Background: an optimization exercise with open tools, aiming at small area and a short achievable clock period. Do not read the settings as production practice.
RTL that was checked went through simulation tests only; none was proved equivalent to the original.
For run 1, only the layout was checked, not whether the RTL still works.
Power figures rest on the tool's default switching activity, not on a simulated workload.

==> flow/design.v <==
package maxpool_pkg;
  localparam logic MODE_MAX = 1'b0;
  localparam logic MODE_MIN = 1'b1;
endpackage
module maxpool_cmp (
  input  logic [31:0] a,
  input  logic [31:0] b,
  output logic        beat
);
  logic       mag_gt;
  logic [31:0] g [6];
  logic [31:0] p [6];
  always_comb begin
    g[0] = {1'b0, a[30:0] & ~b[30:0]};
    p[0] = {1'b1, a[30:0] | ~b[30:0]};
    for (int l = 1; l < 6; l++) begin
      g[l] = '0;
      p[l] = '0;
      for (int j = 0; j < (32 >> l); j++) begin
        g[l][j] = g[l-1][2*j+1] | (p[l-1][2*j+1] & g[l-1][2*j]);
        p[l][j] = p[l-1][2*j+1] & p[l-1][2*j];
      end
    end
    mag_gt = g[5][0];
  end
  assign beat = (a[31] ^ b[31]) ? b[31] : (a[31] ^ mag_gt);
endmodule
module maxpool_sel3 (
  input  logic [31:0] a,
  input  logic [31:0] b,
  input  logic [31:0] c,
  input  logic [31:0] q,
  input  logic        mode,
  input  logic        en,
  output logic [31:0] y
);
  logic ab, ac, bc;
  logic p_ab, p_ac, p_bc;
  logic wa, wb, wc;
  maxpool_cmp u_ab (.a(a), .b(b), .beat(ab));
  maxpool_cmp u_ac (.a(a), .b(c), .beat(ac));
  maxpool_cmp u_bc (.a(b), .b(c), .beat(bc));
  assign p_ab = ab ^ mode;
  assign p_ac = ac ^ mode;
  assign p_bc = bc ^ mode;
  assign wa =  p_ab &  p_ac;
  assign wb = ~p_ab &  p_bc;
  assign wc = ~p_ac & ~p_bc;
  assign y = ({32{wa & en}} & a) | ({32{wb & en}} & b) | ({32{wc & en}} & c) |
             ({32{~en}} & q);
endmodule
module maxpool_tree_cell #(
  parameter int DATA_WIDTH = 32,
  parameter int WINDOW     = 9
) (
  input  logic                         C_IN_CLK,
  input  logic                         C_IN_RST,
  input  logic                         C_IN_FLUSH,
  input  logic                         C_IN_MODE,
  input  logic                         C_IN_DATA_VALID,
  input  logic [WINDOW*DATA_WIDTH-1:0] D_IN_DATA,
  output logic                         C_OUT_IN_READY,
  input  logic                         C_IN_OUT_READY,
  output logic                         C_OUT_DATA_VALID,
  output logic [DATA_WIDTH-1:0]        C_OUT_DATA
);
  logic        en;
  logic        en_o;
  logic [3:0]  vld_q;
  logic        vld_o_q;
  logic        md1_q;
  logic [95:0] s1_d;
  logic [95:0] s1_q;
  logic [31:0] s2_d;
  logic [31:0] s2_q, s3_q, s4_q;
  assign C_OUT_DATA_VALID = vld_o_q;
  assign en_o             = !vld_o_q || C_IN_OUT_READY;
  assign C_OUT_IN_READY   = en_o;
  assign en               = !vld_q[3] || C_IN_OUT_READY;
  for (genvar g = 0; g < 3; g++) begin : g_s1
    maxpool_sel3 u_sel (
      .a    (D_IN_DATA[(3*g)*32   +: 32]),
      .b    (D_IN_DATA[(3*g+1)*32 +: 32]),
      .c    (D_IN_DATA[(3*g+2)*32 +: 32]),
      .q    (s1_q[32*g +: 32]),
      .mode (C_IN_MODE),
      .en   (en),
      .y    (s1_d[32*g +: 32])
    );
  end
  maxpool_sel3 u_s2 (
    .a    (s1_q[31:0]),
    .b    (s1_q[63:32]),
    .c    (s1_q[95:64]),
    .q    (s2_q),
    .mode (md1_q),
    .en   (en),
    .y    (s2_d)
  );
  always_ff @(posedge C_IN_CLK or posedge C_IN_RST) begin
    if (C_IN_RST)        vld_q <= '0;
    else if (C_IN_FLUSH) vld_q <= '0;
    else if (en)         vld_q <= {vld_q[2:0], C_IN_DATA_VALID};
  end
  always_ff @(posedge C_IN_CLK or posedge C_IN_RST) begin
    if (C_IN_RST)        vld_o_q <= 1'b0;
    else if (C_IN_FLUSH) vld_o_q <= 1'b0;
    else if (en_o)       vld_o_q <= vld_q[2];
  end
  always_ff @(posedge C_IN_CLK) begin
    s1_q <= s1_d;
    s2_q <= s2_d;
    if (en) begin
      md1_q <= C_IN_MODE;
      s3_q  <= s2_q;
      s4_q  <= s3_q;
    end
  end
  assign C_OUT_DATA = s4_q & {32{vld_q[3]}};
endmodule
==> flow/flow/run.sh <==
#!/bin/bash
# Standard ORFS layout, except that the port buffers are plain buf_2 cells
# instead of the delay cells buffer_ports picks by default, and the buffers
# ABC inserts are removed at floorplan so placement rebuilds the fanout trees.
set -euo pipefail
bash standard.sh BUFFER_PORTS_ARGS="-buffer_cell sky130_fd_sc_hd__buf_2" REMOVE_ABC_BUFFERS=1 finish > standard_flow.log 2>&1
==> flow/standard.sh <==
#!/bin/bash
# synth_recipe.tcl (not shown) runs the flow's synth.tcl, then flattens the netlist and writes it again
# the make line also repeats each setting of config.mk as NAME=value (left out here)
make -C /OpenROAD-flow-scripts/flow DESIGN_CONFIG=/design/flow/config.mk WORK_HOME=/design/flow/orfs CLKGATE_MAP_FILE= SYNTH_SCRIPT=/design/flow/synth_recipe.tcl "${@:-finish}"
==> flow/config.mk <==
export PLATFORM = sky130hd
export DESIGN_NAME = maxpool_tree_cell
export DESIGN_NICKNAME = maxpool_tree_cell
export VERILOG_FILES = /design/flow/design.v
export SDC_FILE = /design/flow/constraint.sdc
export NUM_CORES = 4
export LEC_CHECK = 0
export ABC_AREA = 1
export CAP_MARGIN = 20
export CORE_MARGIN = 2
export CORE_UTILIZATION = 50
export GPL_TIMING_DRIVEN = 0
export SLEW_MARGIN = 20
==> flow/constraint.sdc <==
create_clock -name core_clock -period 3.6 [get_ports {C_IN_CLK}]
set_input_delay 0.7200 -clock core_clock [delete_from_list [all_inputs] [get_ports {C_IN_CLK}]]
set_output_delay 0.7200 -clock core_clock [all_outputs]
set_load 0.01 [all_outputs]
==> impl_metrics.json, run 1 <==
{
  "finalNetCount": 3674,
  "synth_top_cell_area_share_pct": 19.4,
  "crit_path_cell_trace": "nand2_8, buf_12, buf_12, buf_16, nand3_1, nor2_4, a21boi_0, nand2_1",
  "cts_hold_buffers": 0,
  "status": "no timing/DRC/antenna violations",
  "cp_num_buf_inv": 3,
  "synthArstFlopShare_pct": 2.53,
  "die_w_um": 192,
  "cts.htree.levels": 4,
  "setup_total_negative_slack_ns": 0,
  "worstPathRequired_ns": 3.97,
  "timing.fmax_mhz": 322,
  "synth_edf_count": 65,
  "postSynthRegisterBits": 198,
  "worst_setup_hold_path_clk_slew_ns": 0.08,
  "critPathMostFrequentCell": "sky130_fd_sc_hd__buf_12",
  "cts-root-to-sink-buffers": 2,
  "tritoncts.num_buffers": 17,
  "die_h_um": 192,
  "synth.yosys.warnings": 4,
  "worst_slew_pin_slew_ns": 1.01,
  "synth.area.top_cells": "sky130_fd_sc_hd__nand2_1 19%, sky130_fd_sc_hd__dfxtp_1 14%, sky130_fd_sc_hd__nor2_1 11%, sky130_fd_sc_hd__inv_1 11%, sky130_fd_sc_hd__edfxtp_1 11%",
  "drt-vias-per-instance": 5.24,
  "area_growth_syn_to_layout_pct": 13.2,
  "tritoncts": "yes",
  "seqCellArea_um2": 4640,
  "synthFlopType": "sky130_fd_sc_hd__dfxtp_1",
  "fp-row-count": 68,
  "worst-setup-path-type": "reg -> reg",
  "grt_setup_unrepaired": "false",
  "distinct_cell_type_count_of_the_synthesized_netlist": 41,
  "timing.final.crit_share_pct": 86.4,
  "grt_first_pass_wirelength_mm": 88.8,
  "setup_violations": 0,
  "synth_seq_area_share_pct": 26.2,
  "final-instance-count-excl-fill": 3863,
  "design.die.area_um2": 36900,
  "io-pin-count": 328,
  "timing.critical_path.max_delay_family": "simple AND/OR/NAND/NOR gates",
  "timing.critical_path.slowest_stage_cell": "sky130_fd_sc_hd__dfrtp_2",
  "multi_input_comb_area_um2": 10300,
  "cp.arrival_ns": 3.48,
  "crit_path_end_kind": "flip-flop",
  "setup.worst_path.start_class": "flip-flop",
  "yosysMostFrequentCell": "sky130_fd_sc_hd__nand2_1",
  "detail-route-antenna-nets": 0,
  "clk-insertion-delay-late_ns": 0.43,
  "syn_area_um2": 17700,
  "critPathMaxFanout": 62,
  "final_hold_viol_count": 0,
  "synth_area_leader_cell": "sky130_fd_sc_hd__nand2_1",
  "initial_utilization_pct": 50.9,
  "power_per_cell_area_nw_per_um2": 423,
  "totalWireLength_mm": 56.1,
  "clock_tree.root_cell": "sky130_fd_sc_hd__clkbuf_16",
  "holdCritPathClass": "in -> async",
  "post_route_cells_drive_above_1_share_pct": 15.6,
  "placed_cells_incl_taps": 3816,
  "synthesized_area_per_cell_um2": 5.66,
  "dp_hpwl_mm": 44.4,
  "post_synth_most_frequent_cells": "912 x sky130_fd_sc_hd__nand2_1, 539 x sky130_fd_sc_hd__nor2_1, 529 x sky130_fd_sc_hd__inv_1",
  "largest_vdd_supply_drop_mv": 0.272,
  "timing_max_transition_violations_final": 0,
  "detail_route.drc_violations": 0,
  "globalRoute.totalOverflow": 0,
  "dr.pass1.iters": 8,
  "netlist_instances": 3125,
  "clock_sink_count": 198,
  "io_buffer_count": 327,
  "nFillCells": 3644,
  "vias": 20200,
  "min_period_ns": 3.11,
  "grt_antenna_before_repair": 23,
  "p_leak_nw": 11.4,
  "routability_congestion": 1.02,
  "routed_wire_length_per_instance_um": 14.5,
  "drt_iter0_markers": 1951,
  "report.power.total_mw": 8.47,
  "grt_max_degree": 63,
  "core-area_um2": 34700,
  "finalCoreUtilization_pct": 57.6,
  "post_dp_cell_area_um2": 19400,
  "finish.instance_area_um2": 20000,
  "grt_pass1_vias": 17800,
  "finalClockSkew_ns": 0.0144,
  "grt_use_total_pct": 29.7,
  "timing.max_cap.violations": 0,
  "normalized_max_slew_margin_pct": 32.6,
  "cp_peak_stage_delay_ns": 0.69
}
-- final cells by class --
cell class	count	share of cell area (%)
Clock inverter	13	0.725
Sequential cell	198	23.2
Timing Repair Buffer	333	8.82
Multi-Input combinational cell	2254	51.3
Inverter	576	10.8
Tap cell	455	2.85
Antenna cell	15	0.188
Clock buffer	19	2.16
-- per-layer routing --
metal,vias to the layer above,wire length (µm),track usage (%)
met2,956,22700,44.2
met3,81,5900,5.77
met5,-,85,0
met4,16,953,7.72
li1,10400,-,-
met1,8785,26400,43.7
-- per-stage QoR --
step	setup slack, ns	hold WS [ns]
final	0.490	0.167
after global routing	0.151	0.165
after CTS	0.279	0.159
after detailed placement	0.202	0.405
after global placement	-12.32	0.401
after floorplan	-7.63	0.400
-- state kept, by name, summed over array words and instances (netlist names) --
signal and cells:
s3_q 32, vld_o_q 1, s2_q 32, s4_q 32, s1_q 96, md1_q 1
vld_q 4
-- power breakdown --
group / switching (mW) / internal (mW) / total [mW] / leakage, nW
registers: 0.351 / 2.99 / 3.34 / 1.89
clock network: 0.845 / 1.04 / 1.88 / 0.284
logic: 2.22 / 1.03 / 3.25 / 9.20
total: 3.42 / 5.05 / 8.47 / 11.4
-- timing repair --
item | CTS | global route
resized for setup | 0 | 1
setup buffers | 0 | 0
endpoints found under the setup margin | 0 | 3
-- placed cells by master, fill, tap and decap left out, drive strengths merged, types with 61 or more instances in the layout --
cell    instances
nand4         199
nor2          602
o21ai         146
a21oi          61
edfxtp         65
inv           579
nand2         930
dfxtp         128
nand3         183
buf           333
-- kinds of logic after synthesis --
family          after synthesis  share of synthesized area (%)
compound gates              318                           10.6
buf+inv                     673                           15.8
flops                       198                           26.2
simple gates               1936                           47.3
-- path summary, 6_finish.rpt --
check / start / to / slack [ns] / cells past startpoint
max: vld_q[3] / s2_q[16] / 0.49 / 8
min: C_IN_RST / vld_o_q / 0.17 / 2
max reg2reg: vld_q[3] / s2_q[16] / 0.49 / 8
min reg2reg: s3_q[18] / s4_q[18] / 0.42 / 0
max in group asynchronous: C_IN_RST / vld_q[3] / 3.25 / 2
min in group core_clock: s3_q[18] / s4_q[18] / 0.42 / 0
==> run 2, diff against run 1 <==
--- a/flow/design.v
+++ b/flow/design.v
@@ -65,17 +65,16 @@
   output logic [DATA_WIDTH-1:0]        C_OUT_DATA
 );
-  logic        en;
-  logic        en_o;
-  logic [3:0]  vld_q;
-  logic        vld_o_q;
-  logic        md1_q;
-  logic [95:0] s1_d;
-  logic [95:0] s1_q;
-  logic [31:0] s2_d;
-  logic [31:0] s2_q, s3_q, s4_q;
-  assign C_OUT_DATA_VALID = vld_o_q;
-  assign en_o             = !vld_o_q || C_IN_OUT_READY;
-  assign C_OUT_IN_READY   = en_o;
-  assign en               = !vld_q[3] || C_IN_OUT_READY;
+  localparam int NV = 5;
+  logic [NV-1:0] v4_q;
+  logic [NV-1:0] en;
+  logic [2:0]    vld_q;
+  logic          md1_q;
+  logic [95:0]   s1_d;
+  logic [95:0]   s1_q;
+  logic [31:0]   s2_d;
+  logic [31:0]   s2_q, s3_q, s4_q;
+  assign en               = ~v4_q | {NV{C_IN_OUT_READY}};
+  assign C_OUT_IN_READY   = en[0];
+  assign C_OUT_DATA_VALID = v4_q[0];
   for (genvar g = 0; g < 3; g++) begin : g_s1
     maxpool_sel3 u_sel (
@@ -85,5 +84,5 @@
       .q    (s1_q[32*g +: 32]),
       .mode (C_IN_MODE),
-      .en   (en),
+      .en   (en[(g == 2) ? 3 : 2]),
       .y    (s1_d[32*g +: 32])
     );
@@ -95,5 +94,5 @@
     .q    (s2_q),
     .mode (md1_q),
-    .en   (en),
+    .en   (en[3]),
     .y    (s2_d)
   );
@@ -101,15 +100,17 @@
     if (C_IN_RST)        vld_q <= '0;
     else if (C_IN_FLUSH) vld_q <= '0;
-    else if (en)         vld_q <= {vld_q[2:0], C_IN_DATA_VALID};
+    else if (en[4])      vld_q <= {vld_q[1:0], C_IN_DATA_VALID};
   end
-  always_ff @(posedge C_IN_CLK or posedge C_IN_RST) begin
-    if (C_IN_RST)        vld_o_q <= 1'b0;
-    else if (C_IN_FLUSH) vld_o_q <= 1'b0;
-    else if (en_o)       vld_o_q <= vld_q[2];
+  for (genvar k = 0; k < NV; k++) begin : g_v4
+    always_ff @(posedge C_IN_CLK or posedge C_IN_RST) begin
+      if (C_IN_RST)        v4_q[k] <= 1'b0;
+      else if (C_IN_FLUSH) v4_q[k] <= 1'b0;
+      else if (en[k])      v4_q[k] <= vld_q[2];
+    end
   end
   always_ff @(posedge C_IN_CLK) begin
     s1_q <= s1_d;
     s2_q <= s2_d;
-    if (en) begin
+    if (en[4]) begin
       md1_q <= C_IN_MODE;
       s3_q  <= s2_q;
@@ -117,4 +118,4 @@
     end
   end
-  assign C_OUT_DATA = s4_q & {32{vld_q[3]}};
+  assign C_OUT_DATA = s4_q & {32{v4_q[1]}};
 endmodule
==> flow/flow/run.sh (replaced) <==
#!/bin/bash
# Standard ORFS layout with three changes:
#  - synthesis maps with flow/abc_map.script (same passes and names otherwise);
#  - the port buffers are plain buf_2 cells instead of buffer_ports' default
#    delay cells;
#  - the buffers ABC inserts are removed at floorplan so placement rebuilds
#    the fanout trees.
set -euo pipefail
W=$PWD
export FLOW_ABC_SCRIPT=$W/flow/abc_map.script
export FLOW_SYNTH_TCL=$W/synth_recipe.tcl
bash standard.sh SYNTH_SCRIPT=$W/flow/synth_wrap.tcl synth > synth.log 2>&1
bash standard.sh SYNTH_SCRIPT=$W/flow/synth_wrap.tcl \
  BUFFER_PORTS_ARGS="-buffer_cell sky130_fd_sc_hd__buf_2" REMOVE_ABC_BUFFERS=1 \
  finish > layout.log 2>&1
==> flow/flow/abc_map.script (new file) <==
strash
dch
map -D 1000
topo
stime -c
buffer -c
upsize -c -D 1000
dnsize -c -D 1000
==> flow/flow/synth_wrap.tcl (new file) <==
# The standard flow's synthesis script unchanged, except that ABC maps the logic with
# flow/abc_map.script: delay-driven mapping with area recovery.
proc abc {args} {
  set i [lsearch $args -script]
  lset args [expr {$i + 1}] $::env(FLOW_ABC_SCRIPT)
  yosys abc {*}$args
}
source $::env(FLOW_SYNTH_TCL)
--- a/flow/config.mk
+++ b/flow/config.mk
@@ -11,3 +11,4 @@
 export CORE_UTILIZATION = 50
 export GPL_TIMING_DRIVEN = 0
-export SLEW_MARGIN = 20
+export SETUP_SLACK_MARGIN = 1.3
+export SLEW_MARGIN = 70
==> run 2 against run 1 <==
Clock power up about 30%; clock skew down 0.0033 ns; critical endpoint is now s1_q[63]; first-iteration DRC count up 63%; final cell count down 18%; combinational power up 48%; core utilization up 9.6 points; design area up 9.1%; setup slack better by 0.73 ns; still clean on timing, DRC and antenna; die area down 7.0%; via count up 6.8%.
==> impl_metrics.json, run 2 <==
{
  "synthFlopType": "sky130_fd_sc_hd__dfxtp_1",
  "routability_congestion": 0.945,
  "initial_utilization_pct": 50.6,
  "core-area_um2": 32500,
  "synthArstFlopShare_pct": 3.98,
  "totalWireLength_mm": 72.0,
  "normalized_max_slew_margin_pct": 57.2,
  "finalClockSkew_ns": 0.0111,
  "cts-root-to-sink-buffers": 3,
  "status": "no timing/DRC/antenna violations",
  "cp.arrival_ns": 2.76,
  "post_synth_most_frequent_cells": "543 x sky130_fd_sc_hd__nand4_1, 380 x sky130_fd_sc_hd__nand2_1, 307 x sky130_fd_sc_hd__inv_1",
  "setup_violations": 0,
  "io_buffer_count": 327,
  "synth_area_leader_cell": "sky130_fd_sc_hd__nand4_1",
  "antenna_cells_inserted": 0,
  "postSynthRegisterBits": 201,
  "synth.area.mux_share_pct": 0,
  "worst-setup-path-type": "in -> reg",
  "detail_route.drc_violations": 0,
  "grt_first_pass_wirelength_mm": 94.6,
  "largest_vdd_supply_drop_mv": 0.431,
  "min_period_ns": 2.38,
  "grt_setup_unrepaired": "true",
  "final.hold.worst_slack_ns": 0.113,
  "largest_register_ffs": 96,
  "vias": 21600,
  "finish.instance_area_um2": 21800,
  "critPathMaxFanout": 8,
  "io-pin-count": 328,
  "timing.final.crit_share_pct": 66.2,
  "synth_compound_gate_area_share_pct": 21.7,
  "die_w_um": 185,
  "post_synth_xor_area_fraction_pct": 0,
  "synth_top_cell_area_share_pct": 20.7,
  "post_route_cells_drive_above_1_share_pct": 29.3,
  "clk-insertion-delay-late_ns": 0.54,
  "grt_antenna_before_repair": 0,
  "detail-route-antenna-nets": 0,
  "synth_edf_count": 65,
  "post_dp_cell_area_um2": 18500,
  "worstPathRequired_ns": 3.98,
  "finalCoreUtilization_pct": 67.3,
  "dr.pass1.iters": 8,
  "timing_max_transition_violations_final": 0,
  "timing.max_cap.violations": 0,
  "largest-register": "s1_q",
  "main_combinational_cell_family_by_area_after_synthesis": "simple AND/OR/NAND/NOR gates",
  "grt_pass1_vias": 18200,
  "globalRoute.totalOverflow": 0,
  "dp_hpwl_mm": 44.6,
  "syn_area_um2": 16400,
  "setup.worst_path.start_class": "input port",
  "power_per_cell_area_nw_per_um2": 517,
  "timing.fmax_mhz": 420,
  "yosysMostFrequentCell": "sky130_fd_sc_hd__nand4_1",
  "grt_use_total_pct": 34.3,
  "clock_tree.root_cell": "sky130_fd_sc_hd__clkbuf_16",
  "synth.yosys.warnings": 4,
  "distinct_cell_type_count_of_the_synthesized_netlist": 51,
  "final_hold_viol_count": 0,
  "area_growth_syn_to_layout_pct": 33.0,
  "synth_seq_area_share_pct": 28.7,
  "tritoncts.num_buffers": 22,
  "synth.area.top_cells": "sky130_fd_sc_hd__nand4_1 21%, sky130_fd_sc_hd__dfxtp_1 16%, sky130_fd_sc_hd__edfxtp_1 12%, sky130_fd_sc_hd__nand2_1 8.7%, sky130_fd_sc_hd__inv_1 7.0%",
  "crit_path_end_kind": "flip-flop",
  "top_library_cells_by_usage_in_the_layout_fill_and_taps_aside": "543 x sky130_fd_sc_hd__nand4_1, 363 x sky130_fd_sc_hd__nand2_1, 314 x sky130_fd_sc_hd__buf_2",
  "fp-row-count": 66,
  "synthesized_area_per_cell_um2": 6.88,
  "netlist_instances": 2386,
  "synth-adder-area-share_pct": 0,
  "design.die.area_um2": 34300,
  "layout.cells.most_common": "sky130_fd_sc_hd__nand4_1",
  "worst_setup_hold_path_clk_slew_ns": 0.07,
  "drt_iter0_markers": 3183,
  "finalNetCount": 3003,
  "synth-simple-area-share_pct": 37.4,
  "grt_max_degree": 43,
  "setup_total_negative_slack_ns": 0,
  "tritoncts": "yes",
  "drt-vias-per-instance": 6.82,
  "cts.htree.levels": 1,
  "routed_wire_length_per_instance_um": 22.7,
  "clock_sink_count": 201,
  "worst-r2r-cell-count": 11,
  "worst_slew_pin_slew_ns": 0.642,
  "die_h_um": 185,
  "p_leak_nw": 9.22,
  "holdCritPathClass": "in -> async"
}
==> run 2: repair_timing <==
item | 4_1_cts | 5_1_grt
buffers inserted | 0 | 43
cloned | 5 | 37
hold buffers | 0 | 0
pin swaps | 6 | 140
resized for setup | 41 | 370
setup endpoints to repair | 74 | 131
==> run 2: final timing paths <==
path	start	to	slack, ns
min	C_IN_RST	v4_q[3]	0.11
max reg2reg	s1_q[50]	s2_q[11]	1.23
min reg2reg	s3_q[26]	s4_q[26]	0.41
min in group core_clock	C_IN_OUT_READY	v4_q[1]	0.39
max	D_IN_DATA[187]	s1_q[63]	1.22
max in group asynchronous	C_IN_RST	v4_q[0]	3.26
==> run 2: per-stage QoR <==
step	power [mW]	std cells	setup WS [ns]
CTS	9.75	3086	1.28
finish	11.3	3167	1.22
global placement	6.94	3021	-4.15
detailed placement	7.10	3041	0.695
global route	11.7	3167	1.14
floorplan	5.70	2252	-1.97
==> run 2: power by group <==
| part | switching (mW) | internal (mW) | leakage [nW] |
|---|---|---|---|
| Sequential | 0.739 | 3.27 | 1.95 |
| Combinational | 3.19 | 1.63 | 6.89 |
| Clock | 1.05 | 1.40 | 0.373 |
==> run 2: worst max-delay path: stages <==
cell,delay (ns)
sky130_fd_sc_hd__buf_2,0.11
sky130_fd_sc_hd__inv_1,0.09
sky130_fd_sc_hd__o221ai_1,0.28
sky130_fd_sc_hd__o21ai_2,0.11
sky130_fd_sc_hd__a211oi_2,0.30
sky130_fd_sc_hd__o21a_1,0.23
sky130_fd_sc_hd__nand3_1,0.16
sky130_fd_sc_hd__o211ai_1,0.14
sky130_fd_sc_hd__buf_4,0.26
sky130_fd_sc_hd__nand2_8,0.12
sky130_fd_sc_hd__nand4_1,0.10
sky130_fd_sc_hd__nand4_1,0.14
==> run 2: cell type report <==
cell class / instances / area, µm²
clock buffer: 26 / 618
clock inverter: 14 / 159
fill: 2761 / 10600
inverter: 323 / 1250
multi-input combinational: 1770 / 11800
sequential: 201 / 4830
tap: 442 / 553
timing repair buffer: 391 / 2590
==> run 2: layer usage <==
layer / GRT usage (%) / wire length, µm / part of all wire, % / vias up
met5: 0 / 0 / 0 / -
met4: 13.4 / 4030 / 5.6 / 0
met3: 4.92 / 9370 / 13 / 341
met2: 57.4 / 31700 / 44 / 1650
met1: 44.6 / 26900 / 37 / 9939
li1: - / - / - / 9683
==> run 2: kinds of logic (layout without fill, tap and decap cells) <==
group,count (synthesis),in the layout
DFF,201,201
AOI/OAI and AO/OA,529,529
and+or+nand+nor,1199,1241
buffers and inverters,457,754
==> run 3, diff against run 2 <==
--- a/flow/config.mk
+++ b/flow/config.mk
@@ -11,4 +11,4 @@
 export CORE_UTILIZATION = 50
 export GPL_TIMING_DRIVEN = 0
-export SETUP_SLACK_MARGIN = 1.3
+export SETUP_SLACK_MARGIN = 1.0
 export SLEW_MARGIN = 70
==> run 3 against run 2 <==
Critical path type is now reg -> reg; sequential share of layout area rose by 2.3 points; total power fell by 15%; core utilization fell by 7.7 points; worst hold slack improved by 0.011 ns; count of clock-buffer cells in the layout did not move; sequential power fell by 2%; still clean; flip-flop and latch count did not move.
==> impl_metrics.json, run 3 <==
{
  "timing.critical_path.slowest_stage_cell": "sky130_fd_sc_hd__dfxtp_1",
  "status": "no timing/DRC/antenna violations",
  "worst-setup-path-type": "reg -> reg",
  "die_w_um": 185,
  "clock_sink_count": 201,
  "detail-route-antenna-nets": 0,
  "initial_utilization_pct": 50.6,
  "final_hold_viol_count": 0,
  "area_growth_syn_to_layout_pct": 17.7,
  "largest_vdd_supply_drop_mv": 0.347,
  "die_h_um": 185,
  "critPathMaxFanout": 32,
  "setup_total_negative_slack_ns": 0,
  "core-area_um2": 32500,
  "synth_area_leader_cell": "sky130_fd_sc_hd__nand4_1",
  "design.die.area_um2": 34300,
  "grt_first_pass_wirelength_mm": 92.7,
  "io-pin-count": 328,
  "synth.area.top_cells": "sky130_fd_sc_hd__nand4_1 21%, sky130_fd_sc_hd__dfxtp_1 16%, sky130_fd_sc_hd__edfxtp_1 12%, sky130_fd_sc_hd__nand2_1 8.7%, sky130_fd_sc_hd__inv_1 7.0%",
  "syn_area_um2": 16400,
  "p_leak_nw": 8.50,
  "finalCoreUtilization_pct": 59.5,
  "synthFlopType": "sky130_fd_sc_hd__dfxtp_1",
  "critical_path.reg2reg.startpoint": "s1_q[73]",
  "synth-adder-area-share_pct": 0,
  "drt_iter0_markers": 1889,
  "drt-vias-per-instance": 6.44,
  "yosysMostFrequentCell": "sky130_fd_sc_hd__nand4_1",
  "synthesized_area_per_cell_um2": 6.88,
  "synth_seq_area_share_pct": 28.7,
  "timing.fmax_mhz": 395,
  "io_buffer_count": 327,
  "crit_path_end_kind": "flip-flop",
  "power_per_cell_area_nw_per_um2": 499,
  "timing.max_cap.violations": 0,
  "largest-register": "s1_q",
  "endpoint": "s2_q[12]",
  "clock_tree.root_cell": "sky130_fd_sc_hd__clkbuf_16",
  "fp-row-count": 66,
  "cts_hold_buffers": 0,
  "grt_antenna_before_repair": 0,
  "finalClockSkew_ns": 0.00803,
  "post_route_cells_drive_above_1_share_pct": 17.9,
  "netlist_instances": 2386,
  "tritoncts": "yes",
  "worst_setup_hold_path_clk_slew_ns": 0.06,
  "worst_slew_pin_slew_ns": 0.484,
  "routed_wire_length_per_instance_um": 19.3,
  "globalRoute.totalOverflow": 0,
  "main_combinational_cell_family_by_area_after_synthesis": "simple AND/OR/NAND/NOR gates",
  "synth-simple-area-share_pct": 37.4,
  "synth.yosys.warnings": 4,
  "detail_route.drc_violations": 0,
  "setup.worst_path.start_class": "flip-flop",
  "antenna_cells_inserted": 0,
  "final-instance-count-excl-fill": 3082,
  "post_synth_xor_area_fraction_pct": 0,
  "grt_pass1_vias": 18000,
  "min_period_ns": 2.53,
  "layout.cells.most_common": "sky130_fd_sc_hd__nand4_1",
  "placed_cells_incl_taps": 3041,
  "dr.pass1.iters": 16,
  "clk-insertion-delay-late_ns": 0.53,
  "distinct_cell_type_count_of_the_synthesized_netlist": 51,
  "synthArstFlopShare_pct": 3.98,
  "worst-r2r-cell-count": 12,
  "cp_peak_stage_delay_ns": 0.53,
  "largest_register_ffs": 96,
  "final.hold.worst_slack_ns": 0.124,
  "postSynthRegisterBits": 201,
  "report.power.total_mw": 9.63,
  "routability_congestion": 0.945,
  "timing.final.crit_share_pct": 70.2,
  "holdCritPathClass": "in -> async",
  "reg2reg_setup_slack_ns": 1.07,
  "setup_violations": 0,
  "critical_path.startpoint": "s1_q[73]",
  "grt_setup_unrepaired": "false",
  "post_synth_most_frequent_cells": "543 x sky130_fd_sc_hd__nand4_1, 380 x sky130_fd_sc_hd__nand2_1, 307 x sky130_fd_sc_hd__inv_1",
  "synth_edf_count": 65,
  "timing_max_transition_violations_final": 0,
  "synth_compound_gate_area_share_pct": 21.7,
  "grt_max_degree": 43,
  "synth_top_cell_area_share_pct": 20.7,
  "worstPathRequired_ns": 4.06,
  "grt_use_total_pct": 33.5,
  "synth.area.mux_share_pct": 0,
  "vias": 19900,
  "crit-reg2reg-capture": "s2_q[12]",
  "cts-root-to-sink-buffers": 3,
  "top_library_cells_by_usage_in_the_layout_fill_and_taps_aside": "543 x sky130_fd_sc_hd__nand4_1, 370 x sky130_fd_sc_hd__nand2_1, 326 x sky130_fd_sc_hd__buf_2",
  "cp.arrival_ns": 2.98,
  "dp_hpwl_mm": 44.6,
  "normalized_max_slew_margin_pct": 67.7,
  "tritoncts.num_buffers": 22,
  "finalNetCount": 2918,
  "cts.htree.levels": 1,
  "critPathMostFrequentCell": "sky130_fd_sc_hd__a21oi_1",
  "crit_path_cell_trace": "inv_1, nor2_1, a21oi_1, nand2_1, nand2_1, a21oi_1, a21oi_1, o21ai_1, nand3_1, nand2_4, nand4_1, nand4_1",
  "totalWireLength_mm": 59.3
}
-- run 3: cell counts after synthesis --
No cell type changed its count.
-- run 3: metrics by stage --
step / instance area [µm²] / setup slack, ns
2_1_floorplan: 15600 / -1.97
3_3_place_gp: 17800 / -4.15
3_5_place_dp: 18500 / 0.695
4_1_cts: 19300 / 1.12
5_1_grt: 19300 / 0.945
6_report: 19300 / 1.07
-- run 3: final cells by class --
class                   instances  area (µm²)
well taps                     442         553
fillers                      3094       13100
clock inverters                14         159
multi-input cells            1728        9920
inverters                     323        1230
repair buffers                348        2120
flip-flops and latches        201        4720
clock buffers                  26         618
-- run 3: report_power, final --
| group | leakage, nW | internal, mW | switching, mW |
|---|---|---|---|
| combinational | 6.19 | 1.11 | 2.20 |
| sequential | 1.94 | 3.23 | 0.681 |
| clock | 0.373 | 1.40 | 1.02 |
-- run 3: worst min path at each step --
stage | start | endpoint | cells after the start
2_1_floorplan | s3_q[0] | s4_q[0] | 0
3_3_place_gp | s3_q[28] | s4_q[28] | 0
3_5_place_dp | s3_q[21] | s4_q[21] | 0
4_1_cts | C_IN_RST | v4_q[1] | 2
5_1_grt | C_IN_RST | v4_q[1] | 2
6_report | C_IN_RST | v4_q[3] | 2
-- run 3: cell families after synthesis --
family          after synthesis
flops                       201
simple gates               1199
compound gates              529
buf+inv                     457
-- run 3: metal layers --
metal  up-vias  GRT usage (%)  part of all wire [%]
met4         0           11.8                   3.5
li1       9426              -                     -
met2       986           56.7                    47
met5         -              0                     0
met1      9302           43.8                    41
met3       139           4.40                   8.7
-- run 3: what timing repair did --
| item | 4_1_cts | 5_1_grt |
|---|---|---|
| setup endpoints to repair | 0 | 32 |
| setup buffers | 0 | 0 |
| gates resized for setup | 0 | 9 |
| endpoints found under the hold margin | 0 | 0 |
-- run 3: critical path, delay by kind of cell (launching register included) --
family                 cells  cell delay (ns)
AND/OR/NAND/NOR            7             1.10
AO/OA/AOI/OAI              4             0.65
flip-flops                 1             0.53
buffers and inverters      1             0.15
==> run 4, diff against run 3 <==
--- a/flow/config.mk
+++ b/flow/config.mk
@@ -9,5 +9,5 @@
 export CAP_MARGIN = 20
 export CORE_MARGIN = 2
-export CORE_UTILIZATION = 50
+export CORE_UTILIZATION = 60
 export GPL_TIMING_DRIVEN = 0
 export SETUP_SLACK_MARGIN = 1.0
==> run 4 against run 3 <==
Core utilization up 12 points; fmax rose by 3.5%; sequential power is essentially flat; flip-flop and latch count unchanged; clock skew is 0.0072 ns higher; highest routed layer unchanged; first-iteration DRC count up 27%; largest cell class unchanged; clock power increased by 2%; die area fell by 16%; design area fell by 0.46%; final cell count shrank 3.1%; worst hold slack better by 0.012 ns.
==> impl_metrics.json, run 4 <==
{
  "status": "no timing/DRC/antenna violations",
  "final_hold_viol_count": 0,
  "worst-setup-path-type": "in -> reg",
  "top_library_cells_by_usage_in_the_layout_fill_and_taps_aside": "543 x sky130_fd_sc_hd__nand4_1, 370 x sky130_fd_sc_hd__nand2_1, 327 x sky130_fd_sc_hd__buf_2",
  "worst_setup_hold_path_clk_slew_ns": 0.06,
  "grt_pass1_vias": 18400,
  "clock_sink_count": 201,
  "vias": 20400,
  "design.die.area_um2": 28700,
  "synth.area.mux_share_pct": 0,
  "placed_cells_incl_taps": 2939,
  "routed_wire_length_per_instance_um": 19.5,
  "final-instance-count-excl-fill": 2985,
  "finish.instance_area_um2": 19200,
  "largest-register": "s1_q",
  "p_leak_nw": 8.50,
  "io_buffer_count": 327,
  "totalWireLength_mm": 58.2,
  "routability_congestion": 0.965,
  "syn_area_um2": 16400,
  "tritoncts.num_buffers": 24,
  "cp.arrival_ns": 2.90,
  "largest_register_ffs": 96,
  "finalClockSkew_ns": 0.0152,
  "largest_vdd_supply_drop_mv": 0.348,
  "distinct_cell_type_count_of_the_synthesized_netlist": 51,
  "setup_total_negative_slack_ns": 0,
  "finalNetCount": 2918,
  "post_synth_xor_area_fraction_pct": 0,
  "io-pin-count": 328,
  "synthArstFlopShare_pct": 3.98,
  "synthesized_area_per_cell_um2": 6.88,
  "timing.critical_path.max_delay_family": "compound AO/OA/AOI/OAI gates",
  "yosysMostFrequentCell": "sky130_fd_sc_hd__nand4_1",
  "core-area_um2": 26900,
  "globalRoute.totalOverflow": 0,
  "synthFlopType": "sky130_fd_sc_hd__dfxtp_1",
  "area_growth_syn_to_layout_pct": 17.2,
  "clock_tree.root_cell": "sky130_fd_sc_hd__clkbuf_16",
  "initial_utilization_pct": 61.1,
  "grt_use_total_pct": 39.1,
  "die_w_um": 169,
  "drt-vias-per-instance": 6.83,
  "crit_path_cell_trace": "buf_2, inv_1, o221ai_1, o221ai_1, a21oi_1, o21bai_2, a21oi_1, o211ai_1, nand2_4, nand4_1, nand4_1",
  "critPathMaxFanout": 32,
  "detail-route-antenna-nets": 0,
  "grt_setup_unrepaired": "true",
  "layout.cells.most_common": "sky130_fd_sc_hd__nand4_1",
  "worstPathRequired_ns": 4.06,
  "synth_top_cell_area_share_pct": 20.7,
  "synth_area_leader_cell": "sky130_fd_sc_hd__nand4_1",
  "dr.pass1.iters": 6,
  "synth_compound_gate_area_share_pct": 21.7,
  "die_h_um": 169,
  "cp_num_buf_inv": 2,
  "min_period_ns": 2.44,
  "worst_slew_pin_slew_ns": 0.435,
  "setup_violations": 0,
  "timing.final.crit_share_pct": 67.9,
  "dp_hpwl_mm": 43.0,
  "grt_first_pass_wirelength_mm": 92.5,
  "main_combinational_cell_family_by_area_after_synthesis": "simple AND/OR/NAND/NOR gates",
  "timing.fmax_mhz": 409,
  "power_per_cell_area_nw_per_um2": 505,
  "finalCoreUtilization_pct": 71.5,
  "drt_iter0_markers": 2394,
  "cts.htree.levels": 1,
  "post_synth_most_frequent_cells": "543 x sky130_fd_sc_hd__nand4_1, 380 x sky130_fd_sc_hd__nand2_1, 307 x sky130_fd_sc_hd__inv_1",
  "synth-simple-area-share_pct": 37.4,
  "synth_seq_area_share_pct": 28.7,
  "normalized_max_slew_margin_pct": 70.9,
  "cts-root-to-sink-buffers": 3,
  "holdCritPathClass": "in -> async",
  "grt_max_degree": 43,
  "synth_edf_count": 65,
  "grt_antenna_before_repair": 2,
  "detail_route.drc_violations": 0,
  "setup.worst_path.start_class": "input port",
  "netlist_instances": 2386,
  "crit_path_end_kind": "flip-flop",
  "tritoncts": "yes",
  "synth.yosys.warnings": 4,
  "cp_peak_stage_delay_ns": 0.34,
  "cts_hold_buffers": 0,
  "post_dp_cell_area_um2": 18300,
  "post_route_cells_drive_above_1_share_pct": 17.5,
  "postSynthRegisterBits": 201,
  "timing.max_cap.violations": 0,
  "report.power.total_mw": 9.71,
  "synth-adder-area-share_pct": 0,
  "clk-insertion-delay-late_ns": 0.52,
  "synth.area.top_cells": "sky130_fd_sc_hd__nand4_1 21%, sky130_fd_sc_hd__dfxtp_1 16%, sky130_fd_sc_hd__edfxtp_1 12%, sky130_fd_sc_hd__nand2_1 8.7%, sky130_fd_sc_hd__inv_1 7.0%",
  "timing.critical_path.slowest_stage_cell": "sky130_fd_sc_hd__a21oi_1",
  "fp-row-count": 60,
  "timing_max_transition_violations_final": 0
}
-- run 4: worst paths after layout --
path	start	end	cells after the start	slack, ns
setup / recovery	D_IN_DATA[262]	s1_q[70]	11	1.16
hold / removal	C_IN_RST	vld_q[0]	2	0.14
setup reg to reg	s1_q[62]	s2_q[7]	11	1.18
hold reg to reg	s3_q[11]	s4_q[11]	0	0.41
max in group asynchronous	C_IN_RST	v4_q[1]	2	3.22
min in group core_clock	s3_q[11]	s4_q[11]	0	0.41
-- run 4: where the power goes --
| group | switching [mW] | internal [mW] |
|---|---|---|
| registers | 0.680 | 3.23 |
| clock network | 0.975 | 1.50 |
| logic | 2.21 | 1.11 |
| total | 3.87 | 5.84 |
-- run 4: per-layer routing --
layer	vias to the layer above	global-route usage [%]	wire length [µm]
met5	-	0	0
met4	0	17.4	2500
met3	187	6.34	6160
met2	1369	64.4	26900
met1	9387	50.7	22600
li1	9430	-	-
-- run 4: cell families after synthesis --
kind of cell / count (synthesis)
simple gates: 1199
compound gates: 529
buf+inv: 457
flops: 201
-- run 4: cell type report --
| type | instances | area, µm² |
|---|---|---|
| antenna | 2 | 5.00 |
| clock buffer | 31 | 658 |
| clock inverter | 13 | 144 |
| fill | 2167 | 7650 |
| inverter | 323 | 1230 |
| multi-input combinational | 1728 | 9940 |
| sequential | 201 | 4720 |
| tap | 341 | 427 |
| timing repair buffer | 346 | 2100 |
-- run 4: per-stage QoR --
step,hold slack [ns],setup WS [ns]
floorplan,0.400,-1.97
global route,0.170,0.992
CTS,0.137,1.16
global placement,0.401,-3.86
detailed placement,0.405,0.745
finish,0.135,1.16
-- run 4: what timing repair did --
item	CTS	global route
gates resized for setup	0	10
buffers inserted	0	0
setup endpoints to repair	0	64
==> run 5, diff against run 4 <==
--- a/flow/config.mk
+++ b/flow/config.mk
@@ -9,6 +9,6 @@
 export CAP_MARGIN = 20
 export CORE_MARGIN = 2
-export CORE_UTILIZATION = 60
+export CORE_UTILIZATION = 50
 export GPL_TIMING_DRIVEN = 0
-export SETUP_SLACK_MARGIN = 1.0
+export SETUP_SLACK_MARGIN = 1.2
 export SLEW_MARGIN = 70
==> run 5 against run 4 <==
Still clean on timing, DRC and antenna; design area up 5.7%; die area up 20%; worst hold slack worse by 0.013 ns; synthesized cell count unchanged; sequential power rose by 1%; clock skew is 0.0057 ns lower; critical path depth grew 1; core utilization fell by 8.9 points; setup slack lost 0.016 ns; clock power decreased by 2%; critical endpoint is now s2_q[3].
==> impl_metrics.json, run 5 <==
{
  "synth-simple-area-share_pct": 37.4,
  "synth.yosys.warnings": 4,
  "crit_path_end_kind": "flip-flop",
  "synth_area_leader_cell": "sky130_fd_sc_hd__nand4_1",
  "io-pin-count": 328,
  "cp_num_buf_inv": 1,
  "drt-vias-per-instance": 6.62,
  "setup.worst_path.start_class": "flip-flop",
  "netlist_instances": 2386,
  "layout.cells.most_common": "sky130_fd_sc_hd__nand4_1",
  "grt_antenna_before_repair": 0,
  "synth.area.mux_share_pct": 0,
  "design.die.area_um2": 34300,
  "dr.pass1.iters": 9,
  "finalClockSkew_ns": 0.00949,
  "synthArstFlopShare_pct": 3.98,
  "distinct_cell_type_count_of_the_synthesized_netlist": 51,
  "timing_max_transition_violations_final": 0,
  "area_growth_syn_to_layout_pct": 23.8,
  "min_period_ns": 2.46,
  "largest_vdd_supply_drop_mv": 0.383,
  "synthesized_area_per_cell_um2": 6.88,
  "reg2reg_setup_slack_ns": 1.14,
  "clock_tree.root_cell": "sky130_fd_sc_hd__clkbuf_16",
  "grt_first_pass_wirelength_mm": 92.9,
  "normalized_max_slew_margin_pct": 58.2,
  "crit-reg2reg-capture": "s2_q[3]",
  "die_w_um": 185,
  "cts_hold_buffers": 0,
  "synth_top_cell_area_share_pct": 20.7,
  "synth-adder-area-share_pct": 0,
  "largest_register_ffs": 96,
  "worst-setup-path-type": "reg -> reg",
  "cp.arrival_ns": 2.93,
  "grt_max_degree": 43,
  "critical_path.reg2reg.startpoint": "s1_q[73]",
  "routed_wire_length_per_instance_um": 21.0,
  "synth_compound_gate_area_share_pct": 21.7,
  "final_hold_viol_count": 0,
  "core-area_um2": 32500,
  "grt_use_total_pct": 33.5,
  "routability_congestion": 0.945,
  "synth.area.top_cells": "sky130_fd_sc_hd__nand4_1 21%, sky130_fd_sc_hd__dfxtp_1 16%, sky130_fd_sc_hd__edfxtp_1 12%, sky130_fd_sc_hd__nand2_1 8.7%, sky130_fd_sc_hd__inv_1 7.0%",
  "totalWireLength_mm": 65.7,
  "top_library_cells_by_usage_in_the_layout_fill_and_taps_aside": "543 x sky130_fd_sc_hd__nand4_1, 369 x sky130_fd_sc_hd__nand2_1, 326 x sky130_fd_sc_hd__buf_2",
  "detail-route-antenna-nets": 0,
  "timing.critical_path.slowest_stage_cell": "sky130_fd_sc_hd__dfxtp_2",
  "holdCritPathClass": "in -> async",
  "synth_edf_count": 65,
  "cp_peak_stage_delay_ns": 0.44,
  "timing.fmax_mhz": 407,
  "timing.final.crit_share_pct": 68.3,
  "initial_utilization_pct": 50.6,
  "post_synth_xor_area_fraction_pct": 0,
  "worst_slew_pin_slew_ns": 0.627,
  "yosysMostFrequentCell": "sky130_fd_sc_hd__nand4_1",
  "synthFlopType": "sky130_fd_sc_hd__dfxtp_1",
  "dp_hpwl_mm": 44.6,
  "finalNetCount": 2964,
  "cts-root-to-sink-buffers": 3,
  "tritoncts": "yes",
  "timing.critical_path.max_delay_family": "simple AND/OR/NAND/NOR gates",
  "critPathMaxFanout": 8,
  "main_combinational_cell_family_by_area_after_synthesis": "simple AND/OR/NAND/NOR gates",
  "power_per_cell_area_nw_per_um2": 516,
  "worst_setup_hold_path_clk_slew_ns": 0.06,
  "post_route_cells_drive_above_1_share_pct": 23.0,
  "post_synth_most_frequent_cells": "543 x sky130_fd_sc_hd__nand4_1, 380 x sky130_fd_sc_hd__nand2_1, 307 x sky130_fd_sc_hd__inv_1",
  "antenna_cells_inserted": 0,
  "worst-r2r-cell-count": 12,
  "tritoncts.num_buffers": 22,
  "crit_path_cell_trace": "inv_1, nor2_1, a21oi_1, nand2_1, nand2_1, a21oi_1, a21oi_2, o21ai_2, nand3_4, nand2_4, nand4_1, nand4_1",
  "post_dp_cell_area_um2": 18500,
  "drt_iter0_markers": 2659,
  "grt_setup_unrepaired": "true",
  "largest-register": "s1_q",
  "setup_violations": 0,
  "die_h_um": 185,
  "clock_sink_count": 201,
  "globalRoute.totalOverflow": 0,
  "postSynthRegisterBits": 201,
  "detail_route.drc_violations": 0,
  "report.power.total_mw": 10.5,
  "synth_seq_area_share_pct": 28.7,
  "io_buffer_count": 327,
  "finish.instance_area_um2": 20300,
  "cts.htree.levels": 1,
  "grt_pass1_vias": 18000,
  "vias": 20700,
  "nFillCells": 2969,
  "final.hold.worst_slack_ns": 0.122,
  "p_leak_nw": 8.82,
  "finalCoreUtilization_pct": 62.6,
  "clk-insertion-delay-late_ns": 0.53,
  "timing.max_cap.violations": 0,
  "status": "no timing/DRC/antenna violations",
  "fp-row-count": 66,
  "syn_area_um2": 16400,
  "worstPathRequired_ns": 4.07
}
==> run 5: layout make-up <==
cell class | count | area (µm²) | share of cell area (%)
flip-flops and latches | 201 | 4780 | 23.5
clock inverters | 14 | 159 | 0.782
well taps | 442 | 553 | 2.72
inverters | 323 | 1230 | 6.06
repair buffers | 373 | 2340 | 11.5
multi-input cells | 1749 | 10600 | 52.4
clock buffers | 26 | 618 | 3.04
==> run 5: cells by family after synthesis <==
group,Yosys count
flops,201
simple gates,1199
buf+inv,457
compound gates,529
==> run 5: stage by stage <==
stage | setup WS (ns) | TNS, ns | std cells
floorplan | -1.97 | -252.94 | 2252
finish | 1.14 | 0 | 3128
global route | 1.11 | 0 | 3128
detailed placement | 0.695 | 0 | 3041
global placement | -4.15 | -520.27 | 3021
CTS | 1.21 | 0 | 3081
==> run 5: where the power goes <==
part           switching, mW  total [mW]  internal [mW]
Clock                   1.03        2.43           1.40
Sequential             0.706        3.96           3.26
Combinational           2.74        4.11           1.37
==> run 5: per-layer routing <==
| metal | vias up | routed length, µm | track usage [%] |
|---|---|---|---|
| met5 | - | 0 | 0 |
| met2 | 1317 | 30200 | 56.8 |
| met1 | 9632 | 25900 | 43.8 |
| met3 | 212 | 7110 | 4.44 |
| li1 | 9550 | - | - |
| met4 | 0 | 2480 | 11.8 |
==> run 5: how the worst max path moves through the flow <==
stage | from | endpoint | slack (ns) | cells past startpoint
2_1_floorplan | C_IN_OUT_READY | s1_q[64] | -1.97 | 5
3_3_place_gp | C_IN_OUT_READY | s1_q[17] | -4.15 | 6
3_5_place_dp | D_IN_DATA[70] | s1_q[17] | 0.69 | 11
4_1_cts | s1_q[73] | s2_q[15] | 1.21 | 10
5_1_grt | s1_q[73] | s2_q[18] | 1.11 | 12
6_report | s1_q[73] | s2_q[3] | 1.14 | 12
==> run 5: what timing repair did <==
| action | 4_1_cts | 5_1_grt |
|---|---|---|
| setup buffers | 0 | 25 |
| resized for setup | 5 | 149 |
| gates cloned | 0 | 21 |
| pin swaps | 0 | 50 |
| endpoints found under the setup margin | 32 | 128 |
==> run 6, diff against run 5 <==
==> flow/flow/abc_map.script (replaced) <==
strash
dch
map -D 1400
topo
stime -c
buffer -c
upsize -c -D 1400
dnsize -c -D 1400
==> run 6 against run 5 <==
Largest cell class unchanged; register-to-register slack worse by 0.02 ns; clock power is 2% lower; critical endpoint is now s1_q[88]; combinational power rose by 15%; critical path depth up 2.
==> impl_metrics.json, run 6 <==
{
  "setup.worst_path.start_class": "input port",
  "synthFlopType": "sky130_fd_sc_hd__dfxtp_1",
  "synth_seq_area_share_pct": 29.9,
  "crit_path_end_kind": "flip-flop",
  "synth_top_cell_area_share_pct": 20.5,
  "distinct_cell_type_count_of_the_synthesized_netlist": 56,
  "grt_first_pass_wirelength_mm": 100,
  "die_w_um": 182,
  "fp-row-count": 65,
  "worst-r2r-cell-count": 15,
  "vias": 21600,
  "critPathMaxFanout": 8,
  "finalNetCount": 3012,
  "timing.fmax_mhz": 401,
  "top_library_cells_by_usage_in_the_layout_fill_and_taps_aside": "516 x sky130_fd_sc_hd__nand4_1, 331 x sky130_fd_sc_hd__nand2_1, 281 x sky130_fd_sc_hd__buf_2",
  "dr.pass1.iters": 8,
  "core-area_um2": 31300,
  "worstPathRequired_ns": 3.99,
  "worst-setup-path-type": "in -> reg",
  "seqCellArea_um2": 4800,
  "area_growth_syn_to_layout_pct": 41.1,
  "grt_antenna_before_repair": 0,
  "report.power.total_mw": 11.0,
  "timing.max_cap.violations": 0,
  "synthesized_area_per_cell_um2": 6.79,
  "synth.area.top_cells": "sky130_fd_sc_hd__nand4_1 20%, sky130_fd_sc_hd__dfxtp_1 16%, sky130_fd_sc_hd__edfxtp_1 12%, sky130_fd_sc_hd__nand2_1 9.1%, sky130_fd_sc_hd__inv_1 7.4%",
  "postSynthRegisterBits": 201,
  "post_route_cells_drive_above_1_share_pct": 31.1,
  "clock_sink_count": 201,
  "synth_area_leader_cell": "sky130_fd_sc_hd__nand4_1",
  "cts_hold_buffers": 0,
  "drt-vias-per-instance": 6.88,
  "io-pin-count": 328,
  "grt_use_total_pct": 37.8,
  "grt.busiest_layer": "met2",
  "min_period_ns": 2.50,
  "cts.htree.levels": 1,
  "nFillCells": 2524,
  "grtUsageMet2_pct": 63.1,
  "p_leak_nw": 9.47,
  "tritoncts": "yes",
  "totalWireLength_mm": 73.4,
  "setup_total_negative_slack_ns": 0,
  "normalized_max_slew_margin_pct": 65.8,
  "holdCritPathClass": "in -> async",
  "largest-register": "s1_q",
  "timing.final.crit_share_pct": 69.3,
  "initial_utilization_pct": 50.4,
  "layout.cells.most_common": "sky130_fd_sc_hd__nand4_1",
  "synthArstFlopShare_pct": 3.98,
  "globalRoute.totalOverflow": 0,
  "grt_pass1_vias": 18700,
  "clk-insertion-delay-late_ns": 0.53,
  "worst_slew_pin_slew_ns": 0.505,
  "largest_vdd_supply_drop_mv": 0.348,
  "cp.arrival_ns": 2.88,
  "die_h_um": 182,
  "netlist_instances": 2325,
  "finalClockSkew_ns": 0.0152,
  "met1_usage_pct": 47.1,
  "multi_input_comb_area_um2": 11500,
  "yosysMostFrequentCell": "sky130_fd_sc_hd__nand4_1",
  "routability_congestion": 0.969,
  "routed_wire_length_per_instance_um": 23.4,
  "grt_setup_unrepaired": "true",
  "antenna_cells_inserted": 0,
  "tritoncts.num_buffers": 23,
  "status": "no timing/DRC/antenna violations",
  "syn_area_um2": 15800,
  "timing_max_transition_violations_final": 0,
  "post_synth_most_frequent_cells": "516 x sky130_fd_sc_hd__nand4_1, 383 x sky130_fd_sc_hd__nand2_1, 311 x sky130_fd_sc_hd__inv_1",
  "setup_violations": 0,
  "design.die.area_um2": 33000,
  "drt_iter0_markers": 2873,
  "detail_route.drc_violations": 0,
  "final_hold_viol_count": 0,
  "power_per_cell_area_nw_per_um2": 496,
  "synth_edf_count": 65,
  "grt_util_met3_pct": 7.94,
  "dp_hpwl_mm": 43.4,
  "detail-route-antenna-nets": 0,
  "clock_tree.root_cell": "sky130_fd_sc_hd__clkbuf_16",
  "synth.yosys.warnings": 4,
  "grt_max_degree": 51,
  "io_buffer_count": 327,
  "largest_register_ffs": 96,
  "cts-root-to-sink-buffers": 3,
  "worst_setup_hold_path_clk_slew_ns": 0.06
}
==> run 6: worst paths after layout <==
kind                                start  endpoint  slack, ns
max                        D_IN_DATA[222]  s1_q[88]       1.10
min                              C_IN_RST   v4_q[0]       0.16
max reg2reg                      s1_q[30]  s2_q[12]       1.12
min reg2reg                      s3_q[26]  s4_q[26]       0.42
max in group asynchronous        C_IN_RST  vld_q[2]       3.21
min in group core_clock    C_IN_OUT_READY   v4_q[1]       0.40
==> run 6: per-layer routing <==
| metal | vias up | wire length (µm) |
|---|---|---|
| met2 | 1562 | 33000 |
| met4 | 2 | 4780 |
| met1 | 9971 | 25900 |
| met3 | 445 | 9630 |
| li1 | 9592 | - |
| met5 | - | 46 |
==> run 6: critical path: stages <==
cell and delay (ns):
sky130_fd_sc_hd__buf_2 0.13, sky130_fd_sc_hd__inv_1 0.06, sky130_fd_sc_hd__nand2_1 0.08, sky130_fd_sc_hd__nand2_1 0.07, sky130_fd_sc_hd__a21oi_1 0.17, sky130_fd_sc_hd__nor3b_1 0.37
sky130_fd_sc_hd__a221oi_1 0.14, sky130_fd_sc_hd__buf_2 0.16, sky130_fd_sc_hd__a21boi_4 0.15, sky130_fd_sc_hd__o211ai_1 0.20, sky130_fd_sc_hd__buf_4 0.29, sky130_fd_sc_hd__nand2_8 0.13
sky130_fd_sc_hd__nand4_1 0.11, sky130_fd_sc_hd__nand4_1 0.11
==> run 6: layout make-up <==
| cell class | count | share of cell area, % |
|---|---|---|
| Multi-Input combinational cell | 1725 | 51.8 |
| Sequential cell | 201 | 21.6 |
| Timing Repair Buffer | 448 | 15.2 |
| Inverter | 319 | 5.75 |
| Clock buffer | 33 | 2.94 |
| Tap cell | 402 | 2.26 |
| Clock inverter | 9 | 0.455 |
==> run 6: stage by stage <==
stage               hold WS, ns  cells  setup WS (ns)  utilization, %  area (µm²)
detailed placement        0.405   2940          0.310            57.3       17900
finish                    0.155   3137           1.10            71.1       22300
global placement          0.401   2921          -4.11            55.0       17200
global route              0.178   3137          0.956            71.1       22300
floorplan                 0.400   2192          -1.95               -       15100
CTS                       0.150   3076           1.12            64.3       20100
==> run 6: cells by family after synthesis <==
logic type / count (synthesis) / share of synthesized area [%]
buffers and inverters: 452 / 11.9
AO/OA/AOI/OAI: 506 / 20.9
AND/OR/NAND/NOR: 1165 / 37.2
adder cells (fa/ha/maj): 1 / 0.0634
flip-flops: 201 / 29.9
==> run 6: timing repair <==
item                       4_1_cts  5_1_grt
setup buffers                   66       33
setup endpoints to repair      128      128
pin swaps                      120      208
resized for setup              153      433
gates cloned                    28       27
==> run 6: power breakdown <==
part	internal, mW	total [mW]	switching, mW
Combinational	1.70	4.73	3.03
Sequential	3.26	3.94	0.686
Clock	1.41	2.37	0.960
==> run 7, diff against run 6 <==
==> flow/flow/run.sh (replaced) <==
#!/bin/bash
# Standard ORFS layout with three changes:
#  - synthesis maps with flow/abc_map.script (same passes and names otherwise);
#  - the port buffers are plain buf_1 cells instead of buffer_ports' default
#    delay cells;
#  - the buffers ABC inserts are removed at floorplan so placement rebuilds
#    the fanout trees.
set -euo pipefail
W=$PWD
export FLOW_ABC_SCRIPT=$W/flow/abc_map.script
export FLOW_SYNTH_TCL=$W/synth_recipe.tcl
bash standard.sh SYNTH_SCRIPT=$W/flow/synth_wrap.tcl synth > synth.log 2>&1
bash standard.sh SYNTH_SCRIPT=$W/flow/synth_wrap.tcl \
  BUFFER_PORTS_ARGS="-buffer_cell sky130_fd_sc_hd__buf_1" REMOVE_ABC_BUFFERS=1 \
  finish > layout.log 2>&1
==> flow/flow/abc_map.script (replaced) <==
strash
dch
map -D 1000
topo
stime -c
buffer -c
upsize -c -D 1000
dnsize -c -D 1000
--- a/flow/config.mk
+++ b/flow/config.mk
@@ -9,6 +9,6 @@
 export CAP_MARGIN = 20
 export CORE_MARGIN = 2
-export CORE_UTILIZATION = 50
+export CORE_UTILIZATION = 60
 export GPL_TIMING_DRIVEN = 0
-export SETUP_SLACK_MARGIN = 1.2
+export SETUP_SLACK_MARGIN = 1.0
 export SLEW_MARGIN = 70
==> run 7 against run 6 <==
Clock power shrank 4%; worst hold slack lost 0.032 ns; synthesized area grew 4.0%; first-iteration DRC count shrank 24%; sequential share of layout area grew 3.5 points; final cell count shrank 4.9%; flip-flop and latch count is the same; combinational power shrank about 30%; synthesized cell count grew 2.6%; core utilization shrank 1.2 points; via count shrank 5.9%; clock skew shrank 0.0029 ns.
==> impl_metrics.json, run 7 <==
{
  "initial_utilization_pct": 61.1,
  "finalNetCount": 2921,
  "timing.fmax_mhz": 390,
  "vias": 20300,
  "clock_sink_count": 201,
  "post_route_cells_drive_above_1_share_pct": 5.49,
  "die_h_um": 169,
  "synth_compound_gate_area_share_pct": 21.7,
  "timing.final.crit_share_pct": 71.2,
  "final-instance-count-excl-fill": 2984,
  "grt_setup_unrepaired": "true",
  "io-pin-count": 328,
  "area_growth_syn_to_layout_pct": 14.5,
  "design.die.area_um2": 28700,
  "grt_pass1_vias": 18200,
  "setup.worst_path.start_class": "flip-flop",
  "critPathMaxFanout": 16,
  "synth.yosys.warnings": 4,
  "post_synth_xor_area_fraction_pct": 0,
  "worst_slew_pin_slew_ns": 0.444,
  "clk-insertion-delay-late_ns": 0.51,
  "synth_area_leader_cell": "sky130_fd_sc_hd__nand4_1",
  "yosysMostFrequentCell": "sky130_fd_sc_hd__nand4_1",
  "antenna_cells_inserted": 0,
  "critical_path.reg2reg.startpoint": "s1_q[7]",
  "status": "no timing/DRC/antenna violations",
  "detail_route.drc_violations": 0,
  "crit_path_end_kind": "flip-flop",
  "distinct_cell_type_count_of_the_synthesized_netlist": 51,
  "p_leak_nw": 7.57,
  "synth.area.mux_share_pct": 0,
  "finalClockSkew_ns": 0.0123,
  "largest-register": "s1_q",
  "timing.max_cap.violations": 0,
  "synth_top_cell_area_share_pct": 20.7,
  "die_w_um": 169,
  "timing_max_transition_violations_final": 0,
  "clock_tree.root_cell": "sky130_fd_sc_hd__clkbuf_16",
  "syn_area_um2": 16400,
  "layout.cells.most_common": "sky130_fd_sc_hd__nand4_1",
  "synth.area.top_cells": "sky130_fd_sc_hd__nand4_1 21%, sky130_fd_sc_hd__dfxtp_1 16%, sky130_fd_sc_hd__edfxtp_1 12%, sky130_fd_sc_hd__nand2_1 8.7%, sky130_fd_sc_hd__inv_1 7.0%",
  "power_per_cell_area_nw_per_um2": 507,
  "synthFlopType": "sky130_fd_sc_hd__dfxtp_1",
  "largest_vdd_supply_drop_mv": 0.386,
  "core-area_um2": 26900,
  "cts-root-to-sink-buffers": 3,
  "setup_violations": 0,
  "grt_antenna_before_repair": 0,
  "worst_setup_hold_path_clk_slew_ns": 0.07,
  "placed_cells_incl_taps": 2941,
  "routability_congestion": 0.957,
  "worstPathRequired_ns": 4.05,
  "cts.htree.levels": 1,
  "synth-adder-area-share_pct": 0,
  "io_buffer_count": 327,
  "postSynthRegisterBits": 201,
  "totalWireLength_mm": 58.2,
  "routed_wire_length_per_instance_um": 19.5,
  "largest_register_ffs": 96,
  "post_synth_most_frequent_cells": "543 x sky130_fd_sc_hd__nand4_1, 380 x sky130_fd_sc_hd__nand2_1, 307 x sky130_fd_sc_hd__inv_1",
  "fp-row-count": 60,
  "synthArstFlopShare_pct": 3.98,
  "top_library_cells_by_usage_in_the_layout_fill_and_taps_aside": "543 x sky130_fd_sc_hd__nand4_1, 370 x sky130_fd_sc_hd__nand2_1, 326 x sky130_fd_sc_hd__buf_1",
  "final_hold_viol_count": 0,
  "synth_seq_area_share_pct": 28.7,
  "dr.pass1.iters": 6,
  "globalRoute.totalOverflow": 0,
  "min_period_ns": 2.56,
  "synthesized_area_per_cell_um2": 6.88,
  "grt_first_pass_wirelength_mm": 91.0,
  "worst-setup-path-type": "reg -> reg",
  "netlist_instances": 2386,
  "critical_path.startpoint": "s1_q[7]",
  "cp.arrival_ns": 3.01,
  "detail-route-antenna-nets": 0,
  "tritoncts": "yes",
  "grt_max_degree": 44,
  "synth_edf_count": 65,
  "main_combinational_cell_family_by_area_after_synthesis": "simple AND/OR/NAND/NOR gates",
  "grt_use_total_pct": 38.6,
  "dp_hpwl_mm": 43.0,
  "synth-simple-area-share_pct": 37.4,
  "drt_iter0_markers": 2183,
  "tritoncts.num_buffers": 23,
  "normalized_max_slew_margin_pct": 70.4,
  "finalCoreUtilization_pct": 69.9,
  "drt-vias-per-instance": 6.80,
  "holdCritPathClass": "in -> async"
}
## run 7: cell types whose count changed in the layout (fill, tap and decap cells not counted), sizes merged, moves of 9 or more
cell    previous run  this run
buf              445       348
nand2            438       399
a22oi             41        75
nand4            516       543
nand3             91       113
o221ai            30        51
a21oi            118       133
nor2             138       124
nor3              17         3
o211ai            60        47
o21ai            104        91
o21bai             1        14
o311ai             9         0
## run 7: where the power goes
group          switching [mW]  total (mW)  leakage (nW)  internal, mW
clock network           0.948        2.28         0.367          1.33
logic                    2.26        3.32          5.27          1.06
registers               0.693        3.92          1.94          3.23
total                    3.90        9.52          7.57          5.62
## run 7: worst paths after layout
| kind | cells past startpoint | end | slack (ns) |
|---|---|---|---|
| worst min register to register | 0 | s4_q[4] | 0.41 |
| worst min-delay path | 2 | vld_q[2] | 0.12 |
| min in group core_clock | 0 | s4_q[4] | 0.41 |
| worst max register to register | 11 | s2_q[8] | 1.04 |
| worst max-delay path | 11 | s2_q[8] | 1.04 |
| max in group asynchronous | 2 | v4_q[3] | 3.23 |
## run 7: kinds of logic (layout without fill, tap and decap cells)
group,Yosys count,in the layout
AOI/OAI and AO/OA,529,529
buffers and inverters,457,712
DFF,201,201
and+or+nand+nor,1199,1201
## run 7: metrics by stage
stage	total power, mW	setup slack (ns)	setup TNS (ns)	area [µm²]	hold WS (ns)
after floorplan	5.70	-1.97	-252.94	15600	0.400
after global placement	6.82	-4.08	-509.50	17300	0.401
after CTS	9.27	1.18	0	18700	0.128
final	9.52	1.04	0	18800	0.123
after detailed placement	7.01	0.722	0	18000	0.405
after global routing	9.97	0.982	0	18800	0.151
## run 7: worst max-delay path: stages, from the launching register on
cell and delay [ns]:
sky130_fd_sc_hd__dfxtp_1 0.42, sky130_fd_sc_hd__inv_1 0.17, sky130_fd_sc_hd__nand2_1 0.11, sky130_fd_sc_hd__o211ai_1 0.11
sky130_fd_sc_hd__o221ai_1 0.15, sky130_fd_sc_hd__o21bai_1 0.29, sky130_fd_sc_hd__a21oi_1 0.14, sky130_fd_sc_hd__o21ai_1 0.26
sky130_fd_sc_hd__nand3_2 0.25, sky130_fd_sc_hd__nand2_4 0.32, sky130_fd_sc_hd__nand4_1 0.14, sky130_fd_sc_hd__nand4_1 0.13
## run 7: area by class of cell
cell class	instances	area (µm²)
fillers	2359	8090
clock buffers	30	643
inverters	323	1230
well taps	341	427
clock inverters	11	83.8
repair buffers	348	1740
multi-input cells	1730	9950
flip-flops and latches	201	4710
## run 7: timing repair
item,CTS,global route
endpoints found under the hold margin,0,0
hold buffers,0,0
buffers inserted,0,0
setup endpoints to repair,0,30
gates resized for setup,0,9
## run 7: routing by layer
metal  vias up  part of all wire (%)  global-route usage, %
met2      1274                    46                   63.1
met5         -                     0                      0
met4         0                   5.1                   19.5
li1       9445                     -                      -
met1      9367                    38                   49.6
met3       205                    11                   6.20

[static timing again, ports no longer ideal]
In the flow no input, the clock included, has a driving cell. The finished layouts below were timed again as built, in two steps. Step 1, drivers: a clkbuf_16 drives C_IN_CLK and a buf_2 each remaining input, both assumed. Step 2 times the ports against the registers' clock, not the clock port: input delays grow and output delays shrink by t, the midpoint of the rising clock arrivals with the driver on. Three values: no drivers, after step 1, after step 2; two values: the first two.
| run | shift t [ns] | slack for setup (ns) | worst hold slack (ns) | worst setup path at the end |
|---|---|---|---|---|
| run 1 | 0.479 | 0.490 / 0.490 / 0.241 | 0.167 / 0.139 / 0.419 | input to register |
| run 2 | 0.585 | 1.219 / 1.233 / 0.665 | 0.113 / 0.081 / 0.414 | input to register |
| run 3 | 0.575 | 1.071 / 1.071 / 0.610 | 0.124 / 0.091 / 0.417 | input to register |
| run 4 | 0.566 | 1.157 / 1.184 / 0.624 | 0.135 / 0.100 / 0.412 | input to register |
| run 5 | 0.581 | 1.141 / 1.141 / 0.725 | 0.122 / 0.088 / 0.416 | input to register |
| run 6 | 0.571 | 1.104 / 1.114 / 0.543 | 0.155 / 0.123 / 0.417 | input to register |
| run 7 | 0.557 | 1.037 / 1.037 / 0.588 | 0.123 / 0.091 / 0.412 | input to register |
After both steps setup and hold are still met in every run listed. For run 6, which loses most, drivers alone change the setup slack by +0.010 ns; drivers and shift together by -0.561 ns.
